What follows belongs to an exercise in optimizing a design on an open flow for small area, a short achievable clock period and few clock cycles per item; a production flow would make more cautious choices. In this exercise RTL edits were held to simulation tests only and were not proved equivalent to the original.

==> flow/design.v (excerpt) <==
module fp32_mul_pipe #(
  parameter logic [31:0] QNAN = fp32_pkg::QNAN
) (
  input  logic        clk,
  input  logic        rst_n,
  input  logic        in_valid,
  output logic        in_ready,
  input  logic [31:0] A,
  input  logic [31:0] B,
  output logic        out_valid,
  input  logic        out_ready,
  output logic [31:0] result,
  output logic [2:0]  flags
);
  localparam int NR = 72;
  localparam int HW = 36;
  logic adv;
  logic [NR-1:0] rd, rq;
  logic [HW-1:0] hia, hib;
  logic ck;
  logic sign_d, sign_q, tie0_d, tie0_q, tie1_d, tie1_q, ck_q;
  logic [1:0] cls_d, cls_q;
  logic signed [9:0] exp_d, exp_q;
  logic bo0, bt0, bn0;
  logic pp0_0;
  logic pp0_1;
  logic pp0_2;
  logic pp0_3;
  logic pp0_4;
  logic pp0_5;
  logic pp0_6;
  logic pp0_7;
  logic pp0_8;
  logic pp0_9;
  logic pp0_10;
  logic pp0_11;
  logic pp0_12;
  logic pp0_13;
  logic pp0_14;
  logic pp0_15;
  logic pp0_16;
  logic pp0_17;
  logic pp0_18;
  logic pp0_19;
  logic pp0_20;
  logic pp0_21;
  logic pp0_22;
  logic pp0_23;
  logic pp0_24;
  logic ns0;
  logic bo1, bt1, bn1;
  logic pp1_0;
  logic pp1_1;
  logic pp1_2;
  logic pp1_3;
  logic pp1_4;
  logic pp1_5;
  logic pp1_6;
  logic pp1_7;
  logic pp1_8;
  logic pp1_9;
  logic pp1_10;
  logic pp1_11;
  logic pp1_12;
  logic pp1_13;
  logic pp1_14;
  logic pp1_15;
  logic pp1_16;
  logic pp1_17;
  logic pp1_18;
  logic pp1_19;
  logic pp1_20;
  logic pp1_21;
  logic pp1_22;
  logic pp1_23;
  logic pp1_24;
  logic ns1;
  logic bo2, bt2, bn2;
  logic pp2_0;
  logic pp2_1;
  logic pp2_2;
  logic pp2_3;
  logic pp2_4;
  logic pp2_5;
  logic pp2_6;
  logic pp2_7;
  logic pp2_8;
  logic pp2_9;
  logic pp2_10;
  ...
clock: 8.0 ns
lec_check: 0
abc_area: 1
cap_margin: 20
core_margin: 2
core_utilization: 45
cts_buf_list: sky130_fd_sc_hd__clkbuf_4 sky130_fd_sc_hd__clkbuf_8
setup_slack_margin: 2.6
slew_margin: 20
synth_hierarchical: 1
synth_minimum_keep_size: 0
tns_end_percent: 5
standard.sh (not shown) runs the stock make flow with config.mk's settings and CLKGATE_MAP_FILE= SYNTH_SCRIPT=/design/flow/synth_recipe.tcl, a recipe that flattens the netlist after the stock synthesis.
==> flow/flow/run.sh <==
#!/bin/bash
# The standard layout, with the port buffers that global placement inserts made plain
# buffers (sky130_fd_sc_hd__buf_2) instead of the delay cell that buffer_ports picks.
set -euo pipefail
export BUFFER_PORTS_ARGS="-buffer_cell sky130_fd_sc_hd__buf_2"
bash standard.sh finish > standard_flow.log 2>&1
Testbench counts at the start, summed over its fixed seeds: cycles 8,008, items 8,000.
Next try:
CTS_BUF_LIST = unset   (was sky130_fd_sc_hd__clkbuf_4 sky130_fd_sc_hd__clkbuf_8)
GPL_TIMING_DRIVEN = 0   (was unset)
SETUP_SLACK_MARGIN = 2.5   (was 2.6)
Outcome: The new run completed with no timing, DRC or antenna violations. Maximum frequency came out lower by 1.6%. Count of clock-buffer cells in the layout increases by 1. Global-route usage increases by 5.4 points. Routed wire length rises by 18%. Cell area goes up by 3.6%. Setup slack loses 0.086 ns. First-iteration DRC count climbs by 10%. Via count goes up by 2.5%. Die area is unchanged. Utilization grows by 1.7 points.


fp32_mul_pipe again, from the RTL that the note above started with.
clock: 8.0 ns
lec_check: 0
abc_area: 1
cap_margin: 20
core_margin: 2
core_utilization: 55
gpl_routability_driven: 0
place_density: 0.7
setup_slack_margin: 2.5
slew_margin: 20
synth_hierarchical: 1
synth_minimum_keep_size: 0
tns_end_percent: 5
Scripts as last shown in full above: flow/flow/run.sh
Testbench counts at the start, summed over its fixed seeds: cycles 8,008, items 8,000.
Change:
ABC_AREA = 0   (was 1)
CORE_UTILIZATION = 45   (was 55)
GPL_ROUTABILITY_DRIVEN = not set   (was 0)
PLACE_DENSITY = not set   (was 0.7)
Result: Clock skew rises by 0.0085 ns. Routed wire length rose by 62%. Register-to-register slack degrades by 0.35 ns. Worst hold slack is better by 0.28 ns. Core utilization shrinks by 10 points. Via count is higher by 48%. Die area is higher by 54%. Final area increases by 30%.
Change:
ABC_AREA = 1   (was 0)
CORE_UTILIZATION = 55   (was 45)
PLACE_DENSITY = 0.7   (was not set)
SETUP_SLACK_MARGIN = 2.75   (was 2.5)
After rerunning: The changed run went through all stages and came out clean; cell area falls by 19%; non-clock buffer count falls by 62; sequential cell count stays the same; setup slack improves by 0.26 ns; critical path depth falls by 1; die area falls by 35%; wire length falls by 33%.
Change:
CORE_UTILIZATION = 45   (was 55)
CTS_BUF_LIST = sky130_fd_sc_hd__clkbuf_4 sky130_fd_sc_hd__clkbuf_8   (was not set)
SETUP_SLACK_MARGIN = 2.6   (was 2.75)
After rerunning:
- routed wire length came out lower by 1.7%
- flip-flop and latch count does not change
Change:
CTS_BUF_LIST = not set   (was sky130_fd_sc_hd__clkbuf_4 sky130_fd_sc_hd__clkbuf_8)
PLACE_DENSITY = not set   (was 0.7)
SETUP_SLACK_MARGIN = 2.5   (was 2.6)
What happened: The new run completed without violations; final cell count is lower by 0.37%; fmax came out lower by 1.3%; design area barely changes; routed wire length is lower by about 1.4%; hold slack is better by 0.015 ns.
Change:
CORE_UTILIZATION = 65   (was 45)
PLACE_DENSITY = 0.75   (was not set)
Utilization is higher by 21 points.
Synthesized area stays the same.
Setup slack is worse by 0.029 ns.
Wire length drops by 3.8%.
Global-route usage increases by 11 points.
Register-to-register slack improves by 0.15 ns.
Non-clock buffer count does not change.
Worst hold slack degrades by 0.21 ns.


Starting RTL as in the previous note.
==> flow/config.mk <==
export PLATFORM = sky130hd
export DESIGN_NAME = fp32_mul_pipe
export DESIGN_NICKNAME = fp32_mul_pipe
export VERILOG_FILES = /design/flow/design.v
export SDC_FILE = /design/flow/constraint.sdc
export NUM_CORES = 4
export LEC_CHECK = 0
export ABC_AREA = 1
export CAP_MARGIN = 20
export CORE_MARGIN = 2
export CORE_UTILIZATION = 45
export CTS_BUF_LIST = sky130_fd_sc_hd__clkbuf_4 sky130_fd_sc_hd__clkbuf_8
export PLACE_DENSITY = 0.6
export SETUP_SLACK_MARGIN = 2.6
export SLEW_MARGIN = 20
export SYNTH_HIERARCHICAL = 1
export SYNTH_MINIMUM_KEEP_SIZE = 0
export TNS_END_PERCENT = 0
==> flow/constraint.sdc <==
create_clock -name core_clock -period 8.0 [get_ports {clk}]
set_input_delay 1.6000 -clock core_clock [delete_from_list [all_inputs] [get_ports {clk}]]
set_output_delay 1.6000 -clock core_clock [all_outputs]
set_load 0.01 [all_outputs]
Scripts as last shown in full above: flow/flow/run.sh
Testbench counts at the start, summed over its fixed seeds: cycles 8,008, items 8,000.
Edit:
==> flow/flow/run.sh (replaced) <==
#!/bin/bash
# The standard layout, with two changes: the port buffers that global placement inserts
# are plain buffers (sky130_fd_sc_hd__buf_2) instead of the delay cell buffer_ports picks,
# and after global routing the resizer downsizes gates off the critical paths
# (ORFS's RECOVER_POWER step).
set -euo pipefail
export BUFFER_PORTS_ARGS="-buffer_cell sky130_fd_sc_hd__buf_2"
export RECOVER_POWER=100
bash standard.sh finish > standard_flow.log 2>&1
CTS_BUF_LIST = default   (was sky130_fd_sc_hd__clkbuf_4 sky130_fd_sc_hd__clkbuf_8)
PLACE_DENSITY = default   (was 0.6)
SETUP_SLACK_MARGIN = 2.5   (was 2.6)
TNS_END_PERCENT = 5   (was 0)
=> Now the flow produced a layout that fails on capacitance limit, slew limit; worst hold slack gets better by 0.036 ns; fmax fell by 14%; register-to-register slack gets worse by 2.5 ns; via count shrinks by 0.63%; die area is unchanged; global-route usage went down by 0.11 points; area after synthesis does not change; core utilization went up by 0.15 points; non-clock buffer count is higher by 4.
Edit:
==> flow/flow/run.sh (replaced) <==
#!/bin/bash
# The standard layout, with the port buffers that global placement inserts made plain
# buffers (sky130_fd_sc_hd__buf_2) instead of the delay cell that buffer_ports picks.
set -euo pipefail
export BUFFER_PORTS_ARGS="-buffer_cell sky130_fd_sc_hd__buf_2"
bash standard.sh finish > standard_flow.log 2>&1
SETUP_SLACK_MARGIN = 3   (was 2.5)
The changed run finished clean; sequential share of layout area decreases by 1.3 points; fmax increases by 24%; wire length increases by 13%; synthesized area stays the same; cell count increases by 3.1%; worst setup slack gains 1.2 ns.
Edit:
CTS_BUF_LIST = sky130_fd_sc_hd__clkbuf_4 sky130_fd_sc_hd__clkbuf_8   (was default)
SETUP_SLACK_MARGIN = 2.5   (was 3)
Non-clock buffer count is lower by 77; routed wire length is lower by 13%; count of clock-buffer cells in the layout does not change; via count is lower by 7.0%; global-route usage is lower by 3.4 points; first-iteration DRC count is lower by 23%.
Edit:
CAP_MARGIN = 5   (was 20)
CTS_BUF_LIST = default   (was sky130_fd_sc_hd__clkbuf_4 sky130_fd_sc_hd__clkbuf_8)
SLEW_MARGIN = 5   (was 20)
=> The new run produced a clean layout; critical path depth went up by 1; synthesized cell count does not change; worst hold slack got worse by 0.0070 ns; wire length goes up by 1.1%; global-route usage stays flat; via count climbs by 1.0%; utilization grows by 0.62 points.
Edit:
CAP_MARGIN = 20   (was 5)
CTS_BUF_LIST = sky130_fd_sc_hd__clkbuf_4 sky130_fd_sc_hd__clkbuf_8   (was default)
SETUP_SLACK_MARGIN = 2.7   (was 2.5)
SLEW_MARGIN = 20   (was 5)
Wire length went up by about 6%.
Synthesized cell count does not change.
Die area does not change.


Another version of the RTL of fp32_mul_pipe (not shown whole).
For scale: roughly 71 flip-flops, about 110 I/O pins, ~23000 sq um of cells after synthesis.
Settings: LEC_CHECK=0, CAP_MARGIN=20, CORE_MARGIN=2, CORE_UTILIZATION=55, SETUP_SLACK_MARGIN=2, SLEW_MARGIN=20; clock period 8.0 ns.
run.sh (not shown) runs the stock make flow with config.mk's settings and CLKGATE_MAP_FILE= SYNTH_SCRIPT=/design/flow/synth_recipe.tcl, a recipe that flattens the netlist after the stock synthesis.
Stock flow here: none of the scripts above is used.
The first run completed without violations.
Testbench counts at the start, summed over its fixed seeds: cycles 8,008, items 8,000.
Next try:
SETUP_SLACK_MARGIN = 3   (was 2)
After rerunning:
- The new run produced a clean layout
- flip-flop and latch count is unchanged
- worst hold slack degrades by 77 ps
- sequential share of layout area shrinks by 1.5 points


Setup of onyx:
fp32_mul_pipe, a different RTL version from the one above (not shown whole).
For scale: ~20,000 um^2 of cells after synthesis.
export LEC_CHECK = 0
export ABC_AREA = 1
export CAP_MARGIN = 20
export CORE_MARGIN = 2
export CORE_UTILIZATION = 45
export SETUP_SLACK_MARGIN = 3
export SLEW_MARGIN = 20
export TNS_END_PERCENT = 5
create_clock -name core_clock -period 8.0 [get_ports {clk}]
onyx ended with every stage complete and zero timing, DRC or antenna violations.
Testbench counts of onyx, summed over its fixed seeds: cycles 8,008, items 8,000.
[inputs] sierra vs onyx
==> flow/flow/run.sh (new file) <==
#!/bin/bash
# The standard layout, with the port buffers that global placement inserts made plain
# buffers (sky130_fd_sc_hd__buf_2) instead of the delay cell that buffer_ports picks.
set -euo pipefail
export BUFFER_PORTS_ARGS="-buffer_cell sky130_fd_sc_hd__buf_2"
bash standard.sh finish > standard_flow.log 2>&1
==> flow/standard.sh (new file) <==
#!/bin/bash
# synth_recipe.tcl (not shown) runs the flow's synth.tcl, then flattens the netlist and writes it again
# the make line also repeats each setting of config.mk as NAME=value (left out here)
make -C /OpenROAD-flow-scripts/flow DESIGN_CONFIG=/design/flow/config.mk WORK_HOME=/design/flow/orfs CLKGATE_MAP_FILE= SYNTH_SCRIPT=/design/flow/synth_recipe.tcl "${@:-finish}"
removed: flow/run.sh
Notes after the runs:
There was hardly any difference in number of library cell types mapped by synthesis between onyx and sierra. Summary of sierra over onyx: post-layout utilization of the core fell by 0.35 points, final routed wirelength across all metal layers rose by 1200 um, clock skew stayed essentially flat. Worst setup slack: onyx and sierra compared, lower one is onyx. sierra: area growth from synthesis to layout is 0.78 points lower than what onyx reported. Re count of maximum capacitance violations: no difference whatsoever between onyx and sierra.
## Diff of input files: yarrow against sierra
# sierra
export LEC_CHECK = 0
export ABC_AREA = 1
export CAP_MARGIN = 20
export CORE_MARGIN = 2
export CORE_UTILIZATION = 45
export SETUP_SLACK_MARGIN = 3
export SLEW_MARGIN = 20
export TNS_END_PERCENT = 5
create_clock -name core_clock -period 8.0 [get_ports {clk}]
# yarrow
export LEC_CHECK = 0
export ABC_AREA = 1
export CAP_MARGIN = 20
export CORE_MARGIN = 2
export CORE_UTILIZATION = 45
export SETUP_SLACK_MARGIN = 2
export SLEW_MARGIN = 20
create_clock -name core_clock -period 8.0 [get_ports {clk}]
==> flow/run.sh (new file) <==
#!/bin/bash
# synth_recipe.tcl (not shown) runs the flow's synth.tcl, then flattens the netlist and writes it again
# the make line also repeats each setting of config.mk as NAME=value (left out here)
make -C /OpenROAD-flow-scripts/flow DESIGN_CONFIG=/design/flow/config.mk WORK_HOME=/design/flow/orfs CLKGATE_MAP_FILE= SYNTH_SCRIPT=/design/flow/synth_recipe.tcl finish
removed: flow/flow/run.sh
removed: flow/standard.sh
Met1 capacity usage during global routing (yarrow over sierra): decrease, 2.3 points
yarrow vs sierra: worst setup slack down
Measured against each other, sierra and yarrow differ in pin count of the biggest net entering global routing, the lower figure coming from yarrow.


## north
fp32_mul_pipe with an RTL version that a note above also has.
Size in the first run: ~89 flip-flops, roughly 19000 um2 of cells after synthesis.
// fp32_mul_pipe
module fp32_mul_pipe #(
  parameter logic [31:0] QNAN = fp32_pkg::QNAN
) (
  input  logic        clk,
  input  logic        rst_n,
  input  logic        in_valid,
  output logic        in_ready,
  input  logic [31:0] A,
  input  logic [31:0] B,
  output logic        out_valid,
  input  logic        out_ready,
  output logic [31:0] result,
  output logic [2:0]  flags
);
  localparam int NR = 72;
  localparam int HW = 36;
  logic adv;
  logic [NR-1:0] rd, rq;
  logic [HW-1:0] hia, hib;
  logic ck;
  logic sign_d, sign_q, tie0_d, tie0_q, tie1_d, tie1_q, ck_q;
  logic [1:0] cls_d, cls_q;
  logic signed [9:0] exp_d, exp_q;
  logic bo0, bt0, bn0;
  logic pp0_0;
  logic pp0_1;
  logic pp0_2;
  logic pp0_3;
  logic pp0_4;
  logic pp0_5;
  logic pp0_6;
  logic pp0_7;
  logic pp0_8;
  logic pp0_9;
  logic pp0_10;
  logic pp0_11;
  logic pp0_12;
  logic pp0_13;
  logic pp0_14;
  logic pp0_15;
  logic pp0_16;
  logic pp0_17;
  logic pp0_18;
  logic pp0_19;
  logic pp0_20;
  logic pp0_21;
  logic pp0_22;
  logic pp0_23;
  logic pp0_24;
  logic ns0;
  logic bo1, bt1, bn1;
  ...
clock: 8.0 ns
lec_check: 0
abc_area: 1
cap_margin: 20
core_margin: 2
core_utilization: 45
cts_buf_list: sky130_fd_sc_hd__clkbuf_4 sky130_fd_sc_hd__clkbuf_8
setup_slack_margin: 2.4
slew_margin: 20
synth_hierarchical: 1
synth_minimum_keep_size: 0
tns_end_percent: 5
standard.sh (not shown) runs the stock make flow with config.mk's settings and CLKGATE_MAP_FILE= SYNTH_SCRIPT=/design/flow/synth_recipe.tcl, a recipe that flattens the netlist after the stock synthesis.
==> flow/flow/run.sh <==
#!/bin/bash
# The standard layout, with the port buffers that global placement inserts made plain
# buffers (sky130_fd_sc_hd__buf_2) instead of the delay cell that buffer_ports picks.
set -euo pipefail
export BUFFER_PORTS_ARGS="-buffer_cell sky130_fd_sc_hd__buf_2"
bash standard.sh finish > standard_flow.log 2>&1
Looking at the reports, north completed the entire flow and the layout it produced met the timing, DRC and antenna checks.
Testbench counts of north, summed over its fixed seeds: cycles 8,008, items 8,000.
diff inputs: north => south
Settings: SETUP_SLACK_MARGIN: 2.4 -> 2; CTS_BUF_LIST: sky130_fd_sc_hd__clkbuf_4 sky130_fd_sc_hd__clkbuf_8 -> unset.
Results
[compare] base=north new=south: routed wire length comparable, clock period minus final worst setup slack now larger. When south is set beside north, its fraction of standard cell area in multi-input logic turns out to be 0.36 points smaller.

[afterwards: timing with drivers on the ports]
In the flow no input, the clock included, has a driving cell. The finished layouts below were timed again as built, in two steps.
Step 1, drivers: a clkbuf_16 drives clk and a buf_2 each remaining input, both assumed.
Step 2 adds t to the input delays and takes it off the output delays; t is the mean of the earliest and latest rising clock arrival at the registers after step 1. Input paths then give back, and output paths get back, about the clock's delay inside the block.
a / b / c = ideal / step 1 / step 2; a / b = the first two.
run	t (ns)	setup slack, ns	worst slew at a driven data input, ns
the first run of note 1	0.428	2.594 / 2.592 / 2.164	0.06
the second run of note 1	0.393	2.508 / 2.524 / 2.132	0.04
the first run of note 2	0.405	2.422 / 2.451 / 2.045	0.05
the second run of note 2	0.433	2.484 / 2.423 / 1.990	0.17
the third run of note 2	0.404	2.742 / 2.654 / 2.250	0.19
the fourth run of note 2	0.442	2.648 / 2.656 / 2.214	0.05
the fifth run of note 2	0.409	2.575 / 2.603 / 2.194	0.06
the sixth run of note 2	0.402	2.547 / 2.578 / 2.176	0.05
the first run of note 3	0.435	2.581 / 2.595 / 2.160	0.06
the second run of note 3	0.408	1.666 / 1.691 / 1.283	0.06
the third run of note 3	0.417	2.899 / 2.875 / 2.457	0.21
the fourth run of note 3	0.435	2.494 / 2.516 / 2.081	0.06
the fifth run of note 3	0.409	2.575 / 2.603 / 2.194	0.06
the sixth run of note 3	0.447	2.713 / 2.744 / 2.297	0.05
the first run of note 4	0.428	1.841 / 1.845 / 1.417	0.12
the second run of note 4	0.450	2.354 / 2.151 / 1.702	0.32
onyx	0.413	2.644 / 2.598 / 2.258	0.05
sierra	0.405	2.728 / 2.749 / 2.346	0.05
yarrow	0.419	2.093 / 2.045 / 1.764	0.05
north	0.438	2.395 / 2.420 / 1.982	0.05
south	0.410	1.876 / 1.906 / 1.496	0.05
For the second run of note 4, which loses most, drivers alone change the setup slack by -0.203 ns; drivers and shift together by -0.652 ns.
